What follows belongs to an exercise in optimizing a design on an open flow for small area, a short achievable clock period and few clock cycles per item; a production flow would make more cautious choices. Power is estimated from default activity; no workload was simulated.

## P
==> flow/design.v <==
`timescale 1ns/1ns
`default_nettype none
package xbar_pkg;
    typedef struct packed {
        logic [3-1:0]  first_pmt;
        logic [4-1:0] pmt_count;
        logic                     width_gear;
        logic [1:0]               depth_gear;
    } lmt_cfg_t;
    typedef enum logic {
        REQ_WRITE  = 1'b0,
        REQ_SEARCH = 1'b1
    } req_op_t;
    typedef struct packed {
        logic [32-1:0] data;
        logic [32-1:0] care;
    } wr_view_t;
    typedef struct packed {
        logic [32-1:0] key;
        logic [32-1:0] reserved;
    } srch_view_t;
    typedef union packed {
        wr_view_t   wr;
        srch_view_t srch;
    } req_payload_u;
    typedef struct packed {
        req_op_t                          op;
        logic [$clog2(2)-1:0]  lmt;
        logic [5-1:0]        addr;
        req_payload_u                     payload;
    } xbar_req_t;
    typedef struct packed {
        logic                      wr_en;
        logic                      srch_en;
        logic [3-1:0] addr;
        logic [16-1:0]  data;
        logic [16-1:0]  care;
    } lane_cmd_t;
    typedef struct packed {
        logic                             valid;
        logic [$clog2(2)-1:0]  lmt;
        logic [3-1:0]          first_pmt;
        logic                             width_gear;
        logic [1:0]                       depth_gear;
        logic [8-1:0]          member;
    } srch_tag_t;
    typedef struct packed {
        logic [$clog2(2)-1:0]  lmt;
        logic                             found;
        logic [5-1:0]        match_addr;
        logic [32-1:0]         matchlines;
    } xbar_resp_t;
endpackage
`default_nettype wire
`timescale 1ns/1ns
`default_nettype none
module tcam_block (
    input  logic        clk,
    input  logic [7:0]  we,
    input  logic [15:0] wp,
    input  logic [15:0] wq,
    input  logic [15:0] kp,
    input  logic [15:0] kq,
    output logic [7:0]  hit
);
    for (genvar e = 0; e < 8; e++) begin : g_ent
        logic [15:0] n0_q, n1_q;
        always_ff @(posedge clk) begin
            if (we[e]) begin
                n0_q <= wp;
                n1_q <= wq;
            end
        end
        assign hit[e] = ~|(~((n0_q | kq) & (n1_q | kp)));
    end
endmodule
`default_nettype wire
`timescale 1ns/1ns
`default_nettype none
module match_result (
    input  logic [7:0][7:0] hit,
    input  logic [7:0]      s_used,
    input  logic [7:0]      s_tbl,
    input  logic [7:0][1:0] s_row,
    input  logic [3:0]      row_ok,
    input  logic            lmt,
    output logic [31:0]     ml
);
    always_comb begin
        for (int r = 0; r < 4; r++) begin
            for (int e = 0; e < 8; e++) begin
                logic m;
                m = row_ok[r];
                for (int s = 0; s < 8; s++) begin
                    if (s_used[s] && s_tbl[s] == lmt && s_row[s] == 2'(r))
                        m = m & hit[s][e];
                end
                ml[r*8+e] = m;
            end
        end
    end
endmodule
`default_nettype wire
`timescale 1ns/1ns
`default_nettype none
module segment_crossbar (
    input  logic        clk,
    input  logic        rst_n,
    input  logic [19:0] cfg,
    input  logic [70:0] req,
    input  logic        req_valid,
    output logic        req_ready,
    output logic [38:0] resp,
    output logic        resp_valid,
    input  logic        resp_ready
);
    logic [3:0] cnt0, cnt1, cnt_f, cnt_g;
    logic       w0, w1, w_f, w_g;
    logic [1:0] d0, d1;
    logic       big1;
    assign cnt0 = cfg[6:3];
    assign w0   = cfg[2];
    assign d0   = cfg[1:0];
    assign cnt1 = cfg[16:13];
    assign w1   = cfg[12];
    assign d1   = cfg[11:10];
    assign big1  = cnt1 > cnt0;
    assign cnt_f = big1 ? cnt1 : cnt0;
    assign cnt_g = big1 ? cnt0 : cnt1;
    assign w_f   = big1 ? w1 : w0;
    assign w_g   = big1 ? w0 : w1;
    logic [7:0]      s_used_d, s_used;
    logic [7:0]      s_tbl_d, s_tbl;
    logic [7:0][1:0] s_row_d, s_row;
    logic [7:0]      s_hi_d, s_hi;
    for (genvar j = 0; j < 8; j++) begin : g_pos
        localparam int S = (j % 2 == 0) ? j / 2 : 4 + j / 2;
        logic       in_f;
        logic [3:0] rel;
        logic       w;
        assign in_f        = 4'(j) < cnt_f;
        assign rel         = in_f ? 4'(j) : 4'(j) - cnt_f;
        assign w           = in_f ? w_f : w_g;
        assign s_used_d[S] = 5'(j) < ({1'b0, cnt_f} + {1'b0, cnt_g});
        assign s_tbl_d[S]  = in_f ? big1 : ~big1;
        assign s_row_d[S]  = w ? rel[2:1] : rel[1:0];
        assign s_hi_d[S]   = w & rel[0];
    end
    always_ff @(posedge clk) begin
        s_used <= s_used_d;
        s_tbl  <= s_tbl_d;
        s_row  <= s_row_d;
        s_hi   <= s_hi_d;
    end
    logic [1:0][3:0] row_ok;
    assign row_ok[0] = {d0[1], d0[1], d0[1] | d0[0], 1'b1};
    assign row_ok[1] = {d1[1], d1[1], d1[1] | d1[0], 1'b1};
    logic        rdy_q;
    logic        acc;
    logic        op;
    logic        lmt;
    logic [4:0]  addr;
    logic [31:0] data, care;
    logic [31:0] bus_p, bus_q;
    assign acc  = req_valid & rdy_q;
    assign op   = req[70];
    assign lmt  = req[69];
    assign addr = req[68:64];
    assign data = req[63:32];
    assign care = req[31:0];
    assign bus_p = data  | ({32{~op}} & ~care);
    assign bus_q = ~data | ({32{~op}} & ~care);
    logic [7:0][7:0] hit;
    for (genvar s = 0; s < 8; s++) begin : g_slot
        logic [15:0] kp, kq, wp, wq;
        logic        blk_we;
        if (s < 4) begin : g_lo
            assign kp = bus_p[15:0];
            assign kq = bus_q[15:0];
        end else begin : g_mx
            assign kp = s_hi[s] ? bus_p[31:16] : bus_p[15:0];
            assign kq = s_hi[s] ? bus_q[31:16] : bus_q[15:0];
        end
        assign wp = {kp[15:1], kp[0] & rst_n};
        assign wq = {kq[15:1], kq[0] & rst_n};
        assign blk_we = acc & ~op & s_used[s] & (s_tbl[s] == lmt) & (s_row[s] == addr[4:3]);
        logic [7:0] we;
        for (genvar e = 0; e < 8; e++) begin : g_we
            assign we[e] = ~rst_n | (blk_we & (addr[2:0] == 3'(e)));
        end
        tcam_block u_pmt (
            .clk (clk),
            .we  (we),
            .wp  (wp),
            .wq  (wq),
            .kp  (kp),
            .kq  (kq),
            .hit (hit[s])
        );
    end
    logic [31:0] ml;
    match_result u_result (
        .hit    (hit),
        .s_used (s_used),
        .s_tbl  (s_tbl),
        .s_row  (s_row),
        .row_ok (row_ok[lmt]),
        .lmt    (lmt),
        .ml     (ml)
    );
    logic        s1_v;
    logic        s1_lmt;
    logic [31:0] s1_ml;
    always_ff @(posedge clk or negedge rst_n) begin
        if (!rst_n) s1_v <= 1'b0;
        else if (rdy_q) s1_v <= acc & op;
    end
    always_ff @(posedge clk) begin
        if (rdy_q) begin
            s1_lmt <= lmt;
            s1_ml  <= ml;
        end
    end
    logic        found;
    logic [4:0]  first_hit;
    logic [38:0] in_d;
    always_comb begin
        found     = |s1_ml;
        first_hit = '0;
        for (int e = 31; e >= 0; e--) begin
            if (s1_ml[e]) first_hit = 5'(e);
        end
    end
    assign in_d = {s1_lmt, found, first_hit, s1_ml};
    logic        out_v, sk_v;
    logic [38:0] out_d, sk_d;
    logic        load;
    logic        sk_v_n;
    assign load   = ~out_v | resp_ready;
    assign sk_v_n = sk_v ? ~resp_ready : (out_v & ~resp_ready & s1_v);
    always_ff @(posedge clk or negedge rst_n) begin
        if (!rst_n) begin
            out_v <= 1'b0;
            sk_v  <= 1'b0;
            rdy_q <= 1'b1;
        end else begin
            out_v <= load ? (sk_v | s1_v) : 1'b1;
            sk_v  <= sk_v_n;
            rdy_q <= ~sk_v_n;
        end
    end
    always_ff @(posedge clk) begin
        if (load) out_d <= sk_v ? sk_d : in_d;
        if (!sk_v) sk_d <= in_d;
    end
    assign req_ready  = rdy_q;
    assign resp       = out_d;
    assign resp_valid = out_v;
endmodule
`default_nettype wire
clock: 7.5 ns
lec_check: 0
cap_margin: 20
core_margin: 2
core_utilization: 40
setup_slack_margin: 4.0
slew_margin: 20
synth_hierarchical: 1
run.sh (not shown) runs the stock make flow with config.mk's settings and CLKGATE_MAP_FILE= SYNTH_SCRIPT=/design/flow/synth_recipe.tcl, a recipe that flattens the netlist after the stock synthesis.
P ran in full, but the layout does not pass; the checks complain about max-slew violations.
diff inputs: P => Q
- SETUP_SLACK_MARGIN: 4.0 -> unset
## What came out
- Against P, net switching power in Q fell by a little under 10%.
- Changes observed in Q relative to P: total number of vias now smaller, wire length on met1 now smaller.
- Part of the power in combinational logic for Q: 4.9 points down relative to P
- Compared with P, in Q fraction of layout instances using a drive strength above 1 went down 16 points; multi-input gate share of the layout cell area moved down; met2 track utilization from global routing now sits lower.
- Looking at register-to-register slack, Q sits 0.75 ns lower than P does.
- Per the final summary, Q finished and its layout is clean on timing, DRC and antenna.
- | clock buffer count in the final layout | lower: Q |
- Power, P and Q, higher one = P.
- In the metrics for P and Q, the one carrying the lower non-clock buffer count is Q.
No functional check of the RTL was part of any run of this note.

[port drivers added, routing unchanged]
In the flow no input, the clock included, has a driving cell. The finished layouts below were timed again as built, in two steps.
Step 1 (the two cells are an assumption about what drives the block):
set clk [get_ports {clk}]
set_driving_cell -lib_cell sky130_fd_sc_hd__clkbuf_16 $clk
set_driving_cell -lib_cell sky130_fd_sc_hd__buf_2 [delete_from_list [all_inputs] $clk]
Step 2 also shifts input and output timing later by t, the mid clock arrival at the registers, as if the neighbouring blocks saw the same clock.
a / b / c = no drivers / after step 1 / after step 2; a / b = the first two.
| run | t (ns) | setup slack, ns | clock arrival spread, ns | worst data-port slew with drivers (ns) | cell pins on the clock port's net |
|---|---|---|---|---|---|
| P | 0.930 | 3.765 / 3.651 / 2.721 | 0.042 / 0.041 | 0.34 | 1 |
| Q | 0.933 | 2.131 / 2.206 / 1.273 | 0.072 / 0.072 | 0.19 | 1 |
For P, which loses most, drivers alone change the setup slack by -0.114 ns; drivers and shift together by -1.044 ns.
